This is an optimization exercise on Yosys and OpenROAD, whose aim is small area and a short achievable clock period, not a production implementation.
RTL that was checked went through simulation tests only; none was proved equivalent to the original.
No activity file was given, so power comes from the tool's default toggle rates.

== JK ==
==> flow/design.v (excerpt) <==
module tdisto_accum (
  input  logic        clk,
  input  logic        rst_n,
  input  logic        start,
  input  logic [15:0] tlambda,
  input  logic [31:0] sum_a,
  input  logic        done_a,
  input  logic [31:0] sum_b,
  input  logic        done_b,
  output logic        busy,
  output logic [31:0] disto,
  output logic        disto_valid,
  output logic        err
);
  localparam logic [1:0] S_IDLE = 2'd0;
  localparam logic [1:0] S_ACC  = 2'd1;
  localparam logic [1:0] S_MUL  = 2'd2;
  localparam logic [1:0] S_OUT  = 2'd3;
  function automatic logic [2:0] booth(input logic [2:0] b);
    booth[0] = b[1] ^ b[0];
    booth[1] = (b[2] & ~b[1] & ~b[0]) | (~b[2] & b[1] & b[0]);
    booth[2] = b[2] & ~(b[1] & b[0]);
  endfunction
  logic [1:0]  state_q;
  logic        pend_a_q, pend_b_q;
  logic [4:0]  cnt_q;
  logic        busy_q, disto_valid_q, err_q;
  logic [31:0] disto_q;
  logic [15:0] tl_q;
  logic [2:0]  neg_q, two_q, one_q;
  logic [2:0]  negn_q, twon_q, onen_q;
  logic [31:0] v_q;
  logic [30:0] acc_q;
  logic [3:0]  l_q;
  logic in_acc, in_mul, in_out;
  assign in_acc = (state_q == S_ACC);
  assign in_mul = (state_q == S_MUL);
  assign in_out = (state_q == S_OUT);
  logic consume;
  assign consume = in_acc & pend_a_q & pend_b_q;
  logic        a_wait, b_wait, a_next, b_next;
  logic [31:0] a_op, b_op;
  logic [32:0] diff;
  logic [27:0] dq;
  logic        zq;
  assign a_wait = pend_a_q & ~pend_b_q;
  assign b_wait = pend_b_q & ~pend_a_q;
  assign a_op   = a_wait ? v_q : sum_a;
  assign b_op   = b_wait ? v_q : sum_b;
  assign diff   = {a_op[31], a_op} - {b_op[31], b_op};
  assign a_next = done_a | a_wait;
  assign b_next = done_b | b_wait;
  assign dq     = v_q[27:0];
  assign zq     = v_q[28];
  logic        dneg;
  logic [27:0] mag_x;
  logic        mag_c;
  assign dneg  = dq[27];
  assign mag_x = dq ^ {28{dneg}};
  assign mag_c = dneg & zq;
  ...
Size: about 1800 cells after synthesis, roughly 150 flip-flops, about 120 I/O pins, about 14000 um^2 of cells after synthesis.
clock: 7.0 ns
lec_check: 0
cap_margin: 20
core_margin: 2
core_utilization: 60
setup_slack_margin: 2.8
slew_margin: 20
standard.sh (not shown) runs the stock make flow with config.mk's settings and CLKGATE_MAP_FILE= SYNTH_SCRIPT=/design/flow/synth_recipe.tcl, a recipe that flattens the netlist after the stock synthesis.
==> flow/flow/run.sh <==
#!/bin/bash
# The standard layout, with plain buffers on the ports instead of the
# delay-cell buffers that buffer_ports picks by default.
set -euo pipefail
export BUFFER_PORTS_ARGS="-buffer_cell sky130_fd_sc_hd__buf_1"
bash standard.sh finish > standard_flow.log 2>&1
JK: done, clean on timing, DRC and antenna
Edits applied to the flow inputs when going from JK to PW:
--- a/flow/design.v
+++ b/flow/design.v
@@ -283,14 +283,21 @@
   assign fs63 = 1'b1 ^ pp2[31] ^ fc62;
   assign fc63 = (1'b1 & pp2[31]) | (1'b1 & fc62) | (pp2[31] & fc62);
   logic [37:0] row_s, row_c, x;
   assign row_s = {1'b1, ~neg_q[2], fs63, fc61, fs61, fc57, fc55, fc53, fc51, fc49, fc47, fc45, fc43, fc41, fc39, fc37, fc35, fc33, fc31, fc29, fc27, fc25, fc23, fc21, fc19, fc17, fc15, fc13, fc11, fc9, fc7, fc5, fc3, fs3, fc0, fs0, addend[1], addend[0]};
   assign row_c = {1'b0, fc63, 1'b0, fs62, 1'b0, fs59, fs57, fs55, fs53, fs51, fs49, fs47, fs45, fs43, fs41, fs39, fs37, fs35, fs33, fs31, fs29, fs27, fs25, fs23, fs21, fs19, fs17, fs15, fs13, fs11, fs9, fs7, fs5, 1'b0, fs1, 1'b0, pp0[1], pp0[0]};
   assign x = row_s + row_c;
-  logic sat;
-  assign sat = |x[34:28];
+  logic [6:0] hs, hc, hx;
+  logic       c28, nz0, nz1, sat;
+  assign hs  = row_s[34:28];
+  assign hc  = row_c[34:28];
+  assign hx  = hs ^ hc;
+  assign c28 = x[28] ^ row_s[28] ^ row_c[28];
+  assign nz0 = (hx != {hs[5:0] | hc[5:0], 1'b0});
+  assign nz1 = ~&hx;
+  assign sat = c28 ? nz1 : nz0;
   logic [31:0] disto_res;
   assign disto_res = {x[27:0], l_q} | {32{sat}};
   logic acc_done;
   assign acc_done = in_acc & cnt_q[4];
   logic [2:0] dig0_d, dig1_d, dig2_d;
   always_comb begin
## What came out
Across JK and PW, the outcome is the same: a clean finish for every run. Relative to JK, power in the clock group decreased by 4.5% in PW. Maximum frequency, JK and PW, higher one = PW. | final critical delay including setup and external delays | PW vs JK | better |. Sort JK and PW by number of global-route vias before repair desc -> top: JK. Between JK and PW, clock network fraction of total power is lower for JK, PW comes in above that.
No functional check of the RTL was part of JK.

Another version of the RTL of tdisto_accum (not shown whole).
For scale: roughly 2,000 cells after synthesis, about 200 flip-flops, about 120 I/O pins, roughly 18,000 sq um of cells after synthesis.
clock: 7.0 ns
lec_check: 0
cap_margin: 20
core_margin: 2
core_utilization: 60
setup_slack_margin: 2.5
slew_margin: 20
run.sh (not shown) runs the stock make flow with config.mk's settings and CLKGATE_MAP_FILE= SYNTH_SCRIPT=/design/flow/synth_recipe.tcl, a recipe that flattens the netlist after the stock synthesis.
Stock flow here: none of the scripts above is used.
Change:
--- a/flow/design.v
+++ b/flow/design.v
@@ -22,45 +22,50 @@
     booth[2] = b[2] & ~(b[1] & b[0]);
   endfunction
   logic [1:0]  state_q;
   logic        pend_a_q, pend_b_q;
   logic        vld_q;
   logic [4:0]  cnt_q;
   logic        busy_q, disto_valid_q, err_q;
   logic [31:0] disto_q;
   logic [15:5] tl_q;
   logic [2:0]  neg_q, two_q, one_q;
-  logic [31:0] sa_q, sb_q;
+  logic [31:0] hold_q;
   logic [30:0] acc_q;
   logic [32:0] r_q;
   logic [3:0]  l_q;
   logic in_acc, in_mul, in_out;
   assign in_acc = (state_q == S_ACC);
   assign in_mul = (state_q == S_MUL);
   assign in_out = (state_q == S_OUT);
   logic consume;
   assign consume = in_acc & pend_a_q & pend_b_q;
-  logic [30:0] ah, bh;
-  logic        ge_lo, le_lo, lt;
-  assign ah    = {{4{sa_q[31]}}, sa_q[31:5]};
-  assign bh    = {{4{sb_q[31]}}, sb_q[31:5]};
-  assign ge_lo = (sa_q[4:0] >= sb_q[4:0]);
-  assign le_lo = (sa_q[4:0] <= sb_q[4:0]);
-  assign lt    = ($signed(sa_q) < $signed(sb_q));
-  logic [30:0] p_s, p_c, m_s, m_c, acc_p, acc_m, acc_sum;
-  assign p_s   = acc_q ^ ah ^ ~bh;
-  assign p_c   = (acc_q & ah) | (acc_q & ~bh) | (ah & ~bh);
-  assign m_s   = acc_q ^ bh ^ ~ah;
-  assign m_c   = (acc_q & bh) | (acc_q & ~ah) | (bh & ~ah);
-  assign acc_p = p_s + {p_c[29:0], ge_lo};
-  assign acc_m = m_s + {m_c[29:0], le_lo};
-  assign acc_sum = lt ? acc_m : acc_p;
+  logic        cap_a, cap_b;
+  logic [31:0] a_d, b_d;
+  logic [32:0] diff;
+  logic [27:0] dq;
+  logic        zq;
+  assign cap_a = done_a & (~pend_a_q | pend_b_q);
+  assign cap_b = done_b & (~pend_b_q | pend_a_q);
+  assign a_d   = cap_a ? sum_a : hold_q;
+  assign b_d   = cap_b ? sum_b : hold_q;
+  assign diff  = {a_d[31], a_d} - {b_d[31], b_d};
+  logic        dneg;
+  logic [27:0] mag_x;
+  logic        mag_c;
+  assign dneg  = dq[27];
+  assign mag_x = dq ^ {28{dneg}};
+  assign mag_c = dneg & zq;
+  logic [31:0] acc_sum2;
+  logic [30:0] acc_sum;
+  assign acc_sum2 = {acc_q, mag_c} + {3'd0, mag_x, mag_c};
+  assign acc_sum  = acc_sum2[31:1];
   logic [2:0] d0_s1, d1_s1, d2_s1, d0_s2, d1_s2, d2_s2, d0_s3, d1_s3, d2_s3;
   assign d0_s1 = booth({tlambda[1:0], 1'b0});
   assign d1_s1 = booth(tlambda[3:1]);
   assign d2_s1 = booth(tlambda[5:3]);
   assign d0_s2 = booth(tl_q[7:5]);
   assign d1_s2 = booth(tl_q[9:7]);
   assign d2_s2 = booth(tl_q[11:9]);
   assign d0_s3 = booth(tl_q[13:11]);
   assign d1_s3 = booth(tl_q[15:13]);
   assign d2_s3 = booth({2'b00, tl_q[15]});
@@ -329,22 +334,23 @@
       {neg_q[2], two_q[2], one_q[2]} <= d2_s1;
     end else if (acc_done) begin
       {neg_q[0], two_q[0], one_q[0]} <= d0_s2;
       {neg_q[1], two_q[1], one_q[1]} <= d1_s2;
       {neg_q[2], two_q[2], one_q[2]} <= d2_s2;
     end else if (in_mul) begin
       {neg_q[0], two_q[0], one_q[0]} <= d0_s3;
       {neg_q[1], two_q[1], one_q[1]} <= d1_s3;
       {neg_q[2], two_q[2], one_q[2]} <= d2_s3;
     end
-    if (done_a & (~pend_a_q | pend_b_q)) sa_q <= sum_a;
-    if (done_b & (~pend_b_q | pend_a_q)) sb_q <= sum_b;
+    hold_q <= cap_a ? sum_a : b_d;
+    dq   <= diff[32:5];
+    zq   <= ~|diff[4:0];
     if (start) begin
       acc_q <= 31'd0;
       cnt_q <= 5'd0;
     end else if (consume & ~cnt_q[4]) begin
       acc_q <= acc_sum;
       cnt_q <= cnt_q + 5'd1;
     end
     r_q <= x[38:6];
     l_q <= x[5:2];
   end
Outcome:
- The changed run went through all stages and came out clean
- sequential cell count came out lower by 3
- routed wire length drops by 14%
- combinational power grows by about 10%
- power grows by 7.7%
- clock skew went up by 0.0087 ns
- worst setup slack loses 0.059 ns
- synthesized area decreases by 13%
For the first run of this note, only the layout was checked, not whether the RTL still works.

== zinc ==
Another version of the RTL of tdisto_accum (not shown whole).
For scale: about 1800 cells after synthesis, roughly 150 flip-flops.
==> flow/config.mk <==
export PLATFORM = sky130hd
export DESIGN_NAME = tdisto_accum
export DESIGN_NICKNAME = tdisto_accum
export VERILOG_FILES = /design/flow/design.v
export SDC_FILE = /design/flow/constraint.sdc
export NUM_CORES = 4
export LEC_CHECK = 0
export CAP_MARGIN = 20
export CORE_MARGIN = 2
export CORE_UTILIZATION = 60
export SETUP_SLACK_MARGIN = 2.5
export SLEW_MARGIN = 20
==> flow/constraint.sdc <==
create_clock -name core_clock -period 7.0 [get_ports {clk}]
set_input_delay 1.4000 -clock core_clock [delete_from_list [all_inputs] [get_ports {clk}]]
set_output_delay 1.4000 -clock core_clock [all_outputs]
set_load 0.01 [all_outputs]
standard.sh (not shown) runs the stock make flow with config.mk's settings and CLKGATE_MAP_FILE= SYNTH_SCRIPT=/design/flow/synth_recipe.tcl, a recipe that flattens the netlist after the stock synthesis.
Scripts as last shown in full above: flow/flow/run.sh
Relative to zinc, the following input files were edited for willow:
--- a/flow/design.v
+++ b/flow/design.v
@@ -25,39 +25,37 @@
   logic        pend_a_q, pend_b_q;
   logic        vld_q;
   logic [4:0]  cnt_q;
   logic        busy_q, disto_valid_q, err_q;
   logic [31:0] disto_q;
   logic [15:0] tl_q;
   logic [2:0]  neg_q, two_q, one_q;
   logic [2:0]  negn_q, twon_q, onen_q;
-  logic [31:0] v_q;
+  logic [31:0] hold_q;
   logic [30:0] acc_q;
+  logic [31:0] r_q;
   logic [3:0]  l_q;
   logic in_acc, in_mul, in_out;
   assign in_acc = (state_q == S_ACC);
   assign in_mul = (state_q == S_MUL);
   assign in_out = (state_q == S_OUT);
   logic consume;
   assign consume = in_acc & pend_a_q & pend_b_q;
-  logic        a_wait, b_wait, a_next, b_next;
+  logic        a_wait, b_wait, a_next;
   logic [31:0] a_op, b_op;
   logic [32:0] diff;
   logic [27:0] dq;
   logic        zq;
   assign a_wait = pend_a_q & ~pend_b_q;
   assign b_wait = pend_b_q & ~pend_a_q;
-  assign a_op   = a_wait ? v_q : sum_a;
-  assign b_op   = b_wait ? v_q : sum_b;
+  assign a_op   = a_wait ? hold_q : sum_a;
+  assign b_op   = b_wait ? hold_q : sum_b;
   assign diff   = {a_op[31], a_op} - {b_op[31], b_op};
   assign a_next = done_a | a_wait;
-  assign b_next = done_b | b_wait;
-  assign dq     = v_q[27:0];
-  assign zq     = v_q[28];
   logic        dneg;
   logic [27:0] mag_x;
   logic        mag_c;
   assign dneg  = dq[27];
   assign mag_x = dq ^ {28{dneg}};
   assign mag_c = dneg & zq;
   logic [31:0] acc_sum2;
   logic [30:0] acc_sum;
@@ -76,17 +74,17 @@
   assign d2_s2 = booth(tl_q[11:9]);
   assign d0_s3 = booth(tl_q[13:11]);
   assign d1_s3 = booth(tl_q[15:13]);
   assign d2_s3 = booth({2'b00, tl_q[15]});
   logic [14:0] k_add;
   assign k_add = {d1_s3[2], 1'b0, d0_s3[2], 1'b0, d2_s2[2], 1'b0, d1_s2[2], 1'b1,
                   d0_s2[2], 1'b0, neg_q[2], 1'b0, neg_q[1], 1'b0, neg_q[0]};
   logic [32:0] addend;
-  assign addend = {v_q[31], v_q};
+  assign addend = in_acc ? {18'd0, k_add} : {r_q[31], r_q};
   logic [31:0] ax, ax2, pp0, pp1, pp2;
   assign ax  = {1'b0, acc_q};
   assign ax2 = {ax[30:0], 1'b0};
   assign pp0[15:0]  = (({16{one_q[0]}} & ax[15:0]) | ({16{two_q[0]}} & ax2[15:0])) ^ {16{neg_q[0]}};
   assign pp1[15:0]  = (({16{one_q[1]}} & ax[15:0]) | ({16{two_q[1]}} & ax2[15:0])) ^ {16{neg_q[1]}};
   assign pp2[15:0]  = (({16{one_q[2]}} & ax[15:0]) | ({16{two_q[2]}} & ax2[15:0])) ^ {16{neg_q[2]}};
   assign pp0[31:16] = (({16{~onen_q[0]}} & ax[31:16]) | ({16{~twon_q[0]}} & ax2[31:16])) ^ {16{~negn_q[0]}};
   assign pp1[31:16] = (({16{~onen_q[1]}} & ax[31:16]) | ({16{~twon_q[1]}} & ax2[31:16])) ^ {16{~negn_q[1]}};
@@ -353,27 +351,26 @@
   always_ff @(posedge clk) begin
     if (start) tl_q <= tlambda;
     {neg_q[0], two_q[0], one_q[0]} <= dig0_d;
     {neg_q[1], two_q[1], one_q[1]} <= dig1_d;
     {neg_q[2], two_q[2], one_q[2]} <= dig2_d;
     {negn_q[0], twon_q[0], onen_q[0]} <= ~dig0_d;
     {negn_q[1], twon_q[1], onen_q[1]} <= ~dig1_d;
     {negn_q[2], twon_q[2], onen_q[2]} <= ~dig2_d;
-    if (cnt_q[4])            v_q <= x[37:6];
-    else if (consume & (cnt_q[3:0] == 4'd15)) v_q <= {17'd0, k_add};
-    else if (a_next & b_next) v_q <= {3'd0, ~|diff[4:0], diff[32:5]};
-    else if (a_next)         v_q <= a_op;
-    else                     v_q <= b_op;
+    hold_q <= a_next ? a_op : b_op;
+    dq   <= diff[32:5];
+    zq   <= ~|diff[4:0];
     if (start) begin
       acc_q <= 31'd0;
       cnt_q <= 5'd0;
     end else if (consume & ~cnt_q[4]) begin
       acc_q <= acc_sum;
       cnt_q <= cnt_q + 5'd1;
     end
+    r_q <= x[37:6];
     l_q <= x[5:2];
   end
   assign busy        = busy_q;
   assign disto       = disto_q;
   assign disto_valid = disto_valid_q;
   assign err         = err_q;
 endmodule
==> comparison <==
When the final numbers for zinc and willow were put side by side, the synthesized cell count turned out to be greater in zinc. For placed standard-cell area, dividing the value from zinc by the value from willow gives 0.946. Compared to zinc, willow has synthesized-area fraction occupied by xor and xnor cells 0.23 points lower. Delta (willow minus zinc): tap cell instance count now sits higher; post-synth net total fell by 36; post-detailed-routing wire length went down 25%. The clock tree buffer count of the final layout in willow was higher than what zinc gave. Taking zinc as the reference, in willow power now sits higher, share of power burned in combinational logic went down by 1.5 points, pin count of the biggest net entering global routing decreased by about 20% relative to the old numbers, setup slack moved up.
For zinc, only the layout was checked, not whether the RTL still works.

## separate check: timing with driven ports
In the flow no input, the clock included, has a driving cell. The finished layouts below were timed again as built, in two steps. Step 1, drivers: a clkbuf_16 drives clk and a buf_2 each remaining input, both assumed. Step 2 times the ports against the registers' clock, not the clock port: input delays grow and output delays shrink by t, the midpoint of the rising clock arrivals with the driver on. Slacks: ideal / step 1 / step 2; pairs: ideal / step 1.
run	shift t [ns]	setup slack, ns	worst hold slack (ns)	slew at the worst register clock pin (ns)	worst data-port slew with drivers (ns)
JK	0.489	2.158 / 2.158 / 2.158	0.430 / 0.430 / 0.430	0.08 / 0.08	0.05
PW	0.484	2.817 / 2.817 / 2.613	0.453 / 0.453 / 0.453	0.08 / 0.08	0.05
the first run of note 2	0.516	2.501 / 2.501 / 2.501	0.449 / 0.449 / 0.449	0.08 / 0.08	0.05
the second run of note 2	0.498	2.442 / 2.442 / 2.191	0.484 / 0.484 / 0.484	0.09 / 0.09	0.04
zinc	0.483	2.405 / 2.405 / 2.405	0.480 / 0.480 / 0.480	0.08 / 0.08	0.06
willow	0.586	2.545 / 2.545 / 2.362	0.480 / 0.480 / 0.480	0.07 / 0.07	0.04
After both steps every run listed still meets setup and hold. For the second run of note 2, which loses most, drivers alone change the setup slack by 0.000 ns; drivers and shift together by -0.251 ns.
